What follows belongs to an exercise in optimizing a design on an open flow for small area and a short achievable clock period; a production flow would make more cautious choices. In this exercise RTL edits were held to simulation tests only and were not proved equivalent to the original.

## yarrow
==> flow/design.v <==
module ultrasonic_ctrl_mc #(
  parameter int NCH       = 4,
  parameter int CH_W      = 2,
  parameter int DAC_W     = 12,
  parameter int DATA_W    = 25,
  parameter int DEPTH     = 128,
  parameter int ADDR_W    = 7,
  parameter int RING_MODE = 1
) (
  input  logic                   clk,
  input  logic                   rst_n,
  input  logic                   cmd_valid,
  output logic                   cmd_ready,
  input  logic [2:0]             cmd_op,
  input  logic [CH_W-1:0]        cmd_ch,
  input  logic [7:0]             cmd_amount,
  input  logic                   cmd_capture,
  output logic [NCH*DAC_W-1:0]   dac_out,
  output logic [NCH-1:0]         dac_on,
  input  logic                   rec_en,
  input  logic [DATA_W-1:0]      buf_in,
  output logic                   capturing,
  output logic                   cap_done,
  output logic [CH_W-1:0]        cap_ch,
  output logic [ADDR_W:0]        cap_count,
  output logic [ADDR_W-1:0]      cap_start,
  output logic                   overflow,
  input  logic                   rd_en,
  input  logic [ADDR_W-1:0]      rd_add,
  output logic [DATA_W-1:0]      rd_data,
  output logic                   rd_valid
);
  localparam logic [2:0] OP_ON   = 3'd1;
  localparam logic [2:0] OP_OFF  = 3'd2;
  localparam logic [2:0] OP_INC  = 3'd3;
  localparam logic [2:0] OP_DEC  = 3'd4;
  localparam logic [2:0] OP_SET  = 3'd5;
  localparam logic [2:0] OP_STOP = 3'd6;
  logic                start, stop, wr;
  logic                cap_on;      
  logic [DAC_W-1:0]    amt_ext;
  assign cmd_ready = 1'b1;
  assign start     = cmd_valid & cmd_capture;
  assign stop      = cmd_valid & (cmd_op == OP_STOP);
  assign wr        = cap_on & rec_en & ~start;
  assign amt_ext   = DAC_W'(cmd_amount);
  logic [DAC_W-1:0] level [NCH];
  for (genvar i = 0; i < NCH; i++) begin : g_ch
    logic [7:0]       lo, s_lo, d_lo;
    logic [3:0]       hi, hi_inc, hi_dec;
    logic             c8, b8, inc_sat, dec_sat;
    logic [DAC_W-1:0] inc_res, dec_res, lvl_d;
    logic             on_d, hit, ld_inc, ld_dec, ld_set, keep;
    assign lo      = level[i][7:0];
    assign hi      = level[i][DAC_W-1:8];
    assign hi_inc  = hi + 1'b1;
    assign hi_dec  = hi - 1'b1;
    assign {c8, s_lo} = {1'b0, lo} + {1'b0, cmd_amount};
    assign {b8, d_lo} = {1'b0, lo} - {1'b0, cmd_amount};
    assign inc_sat = (&hi) & c8;
    assign dec_sat = ~(|hi) & b8;
    assign inc_res = inc_sat ? '1 : {c8 ? hi_inc : hi, s_lo};
    assign dec_res = dec_sat ? '0 : {b8 ? hi_dec : hi, d_lo};
    assign hit     = cmd_valid & (cmd_ch == CH_W'(i));
    assign ld_inc  = hit & (cmd_op == OP_INC);
    assign ld_dec  = hit & (cmd_op == OP_DEC);
    assign ld_set  = hit & (cmd_op == OP_SET);
    assign keep    = ~(ld_inc | ld_dec | ld_set);
    assign lvl_d   = ({DAC_W{ld_inc}} & inc_res) | ({DAC_W{ld_dec}} & dec_res)
                   | ({DAC_W{ld_set}} & amt_ext) | ({DAC_W{keep}} & level[i]);
    assign on_d    = hit ? ((cmd_op == OP_ON) | (dac_on[i] & (cmd_op != OP_OFF))) : dac_on[i];
    always_ff @(posedge clk or negedge rst_n) begin
      if (!rst_n) begin
        level[i]                   <= '0;
        dac_on[i]                  <= 1'b0;
        dac_out[i*DAC_W +: DAC_W]  <= '0;
      end else begin
        level[i]                   <= lvl_d;
        dac_on[i]                  <= on_d;
        dac_out[i*DAC_W +: DAC_W]  <= on_d ? lvl_d : '0;
      end
    end
  end
  localparam int HI_N = DEPTH / 8;
  logic [7:0]      wp_lo;
  logic [HI_N-1:0] wp_hi;
  always_ff @(posedge clk or negedge rst_n) begin
    if (!rst_n) begin
      capturing <= 1'b0;
      cap_on    <= 1'b0;
      cap_done  <= 1'b0;
      cap_ch    <= '0;
      cap_count <= '0;
      cap_start <= '0;
      overflow  <= 1'b0;
      wp_lo     <= 8'd1;
      wp_hi     <= HI_N'(1);
    end else begin
      if (start) begin
        capturing <= 1'b1;
        cap_on    <= 1'b1;
        cap_done  <= 1'b0;
      end else if (cap_on && (stop || (RING_MODE == 0 && wr &&
                                        cap_count == (ADDR_W+1)'(DEPTH - 1)))) begin
        capturing <= 1'b0;
        cap_on    <= 1'b0;
        cap_done  <= 1'b1;
      end
      if (start) begin
        cap_ch    <= cmd_ch;
        cap_count <= '0;
        cap_start <= '0;
        overflow  <= 1'b0;
        wp_lo     <= 8'd1;
        wp_hi     <= HI_N'(1);
      end else if (wr) begin
        wp_lo <= {wp_lo[6:0], wp_lo[7]};
        if (wp_lo[7]) wp_hi <= {wp_hi[HI_N-2:0], wp_hi[HI_N-1]};
        if (!cap_count[ADDR_W]) begin
          cap_count <= cap_count + 1'b1;
        end else begin
          overflow  <= 1'b1;
          cap_start <= cap_start + 1'b1;
        end
      end
    end
  end
  logic [DATA_W-1:0] mem [DEPTH];
  for (genvar r = 0; r < DEPTH; r++) begin : g_row
    logic [DATA_W-1:0] q;
    logic              we;
    assign we = wr & wp_lo[r % 8] & wp_hi[r / 8];
    always_ff @(posedge clk)
      if (we) q <= buf_in;
    assign mem[r] = q;
  end
  logic [DATA_W-1:0] rd_mux;
  for (genvar l = 0; l <= ADDR_W; l++) begin : g_lvl
    logic [DATA_W-1:0] n [DEPTH >> l];
    for (genvar k = 0; k < (DEPTH >> l); k++) begin : g_n
      if (l == 0) begin : g_leaf
        assign n[k] = mem[k];
      end else begin : g_mux
        assign n[k] = rd_add[l-1] ? g_lvl[l-1].n[2*k+1] : g_lvl[l-1].n[2*k];
      end
    end
  end
  assign rd_mux = g_lvl[ADDR_W].n[0];
  always_ff @(posedge clk or negedge rst_n) begin
    if (!rst_n) begin
      rd_data  <= '0;
      rd_valid <= 1'b0;
    end else begin
      rd_valid <= rd_en;
      if (rd_en) rd_data <= rd_mux;
    end
  end
endmodule
==> flow/config.mk <==
export PLATFORM = sky130hd
export DESIGN_NAME = ultrasonic_ctrl_mc
export DESIGN_NICKNAME = ultrasonic_ctrl_mc
export VERILOG_FILES = /design/flow/design.v
export SDC_FILE = /design/flow/constraint.sdc
export NUM_CORES = 4
export LEC_CHECK = 0
export CAP_MARGIN = 20
export CORE_MARGIN = 2
export CORE_UTILIZATION = 45
export SETUP_SLACK_MARGIN = 2.3
export SLEW_MARGIN = 20
==> flow/constraint.sdc <==
create_clock -name core_clock -period 5.0 [get_ports {clk}]
set_input_delay 1.0000 -clock core_clock [delete_from_list [all_inputs] [get_ports {clk}]]
set_output_delay 1.0000 -clock core_clock [all_outputs]
set_load 0.01 [all_outputs]
standard.sh (not shown) runs the stock make flow with config.mk's settings and CLKGATE_MAP_FILE= SYNTH_SCRIPT=/design/flow/synth_recipe.tcl, a recipe that flattens the netlist after the stock synthesis.
==> flow/flow/run.sh <==
#!/bin/bash
# Standard ORFS layout (the standard.sh, unchanged synthesis) with two
# changes: the port buffers placed in global placement are plain buf_4 cells,
# and clock tree synthesis builds the tree from clkbuf_8 cells without dummy
# loads. The make output goes to orfs_make.log; each ORFS step keeps its own
# log under orfs/logs.
set -euo pipefail
BP="-buffer_cell sky130_fd_sc_hd__buf_4"
CA="-sink_clustering_enable -repair_clock_nets -dont_use_dummy_load -buf_list sky130_fd_sc_hd__clkbuf_8"
export BUFFER_PORTS_ARGS="$BP"
export CTS_ARGS="$CA"
bash standard.sh "BUFFER_PORTS_ARGS=$BP" "CTS_ARGS=$CA" finish > orfs_make.log 2>&1
yarrow: flow completed, timing, DRC and antenna clean
#### Input delta (pepper over yarrow)
-- flow/design.v --
<<< yarrow, line 72
    always_ff @(posedge clk or negedge rst_n) begin
      if (!rst_n) begin
        level[i]                   <= '0;
        dac_on[i]                  <= 1'b0;
        dac_out[i*DAC_W +: DAC_W]  <= '0;
      end else begin
        level[i]                   <= lvl_d;
        dac_on[i]                  <= on_d;
        dac_out[i*DAC_W +: DAC_W]  <= on_d ? lvl_d : '0;
      end
    end
  end
  localparam int HI_N = DEPTH / 8;
>>> pepper, line 72
    always_ff @(posedge clk or negedge rst_n) begin
      if (!rst_n) begin
        level[i]  <= '0;
        dac_on[i] <= 1'b0;
      end else begin
        level[i]  <= lvl_d;
        dac_on[i] <= on_d;
      end
    end
    assign dac_out[i*DAC_W +: DAC_W] = dac_on[i] ? level[i] : '0;
  end
  localparam int HI_N = DEPTH / 8;
[summary]
- From yarrow to pepper the numbers moved as follows: number of cell rows has decreased, area share of xor/xnor cells in the synthesized design has remained practically unchanged, total length of routed met3 wires has decreased.
- For the first-iteration DRC count, pepper came in 7.8% lower than yarrow did.
- | worst endpoint data arrival time | lower: pepper |

## afterwards: timing with drivers on the ports
The results above use ideal ports. As a check the final layouts listed here were re-extracted and re-timed, cells and wires unchanged. Step 1 assumes that a clkbuf_16 drives the clock port and a buf_2 every other input. Step 2 adds t to the input delays and takes it off the output delays; t is the mean of the earliest and latest rising clock arrival at the registers after step 1. Input paths then give back, and output paths get back, about the clock's delay inside the block. Slacks: ideal ports / drivers / drivers and shift; pairs: ideal ports / drivers.
run | shift t [ns] | slack for setup (ns) | worst setup path after step 2 | worst slew at a driven data input, ns
yarrow | 1.215 | 2.056 / 1.876 / 0.661 | input to register | 0.47
pepper | 1.212 | 2.016 / 1.912 / 0.704 | input to register | 0.53
After both steps every run listed still meets setup and hold. The setup slack of yarrow, which loses most, moves by -0.180 ns with the drivers and by -1.395 ns with both steps.
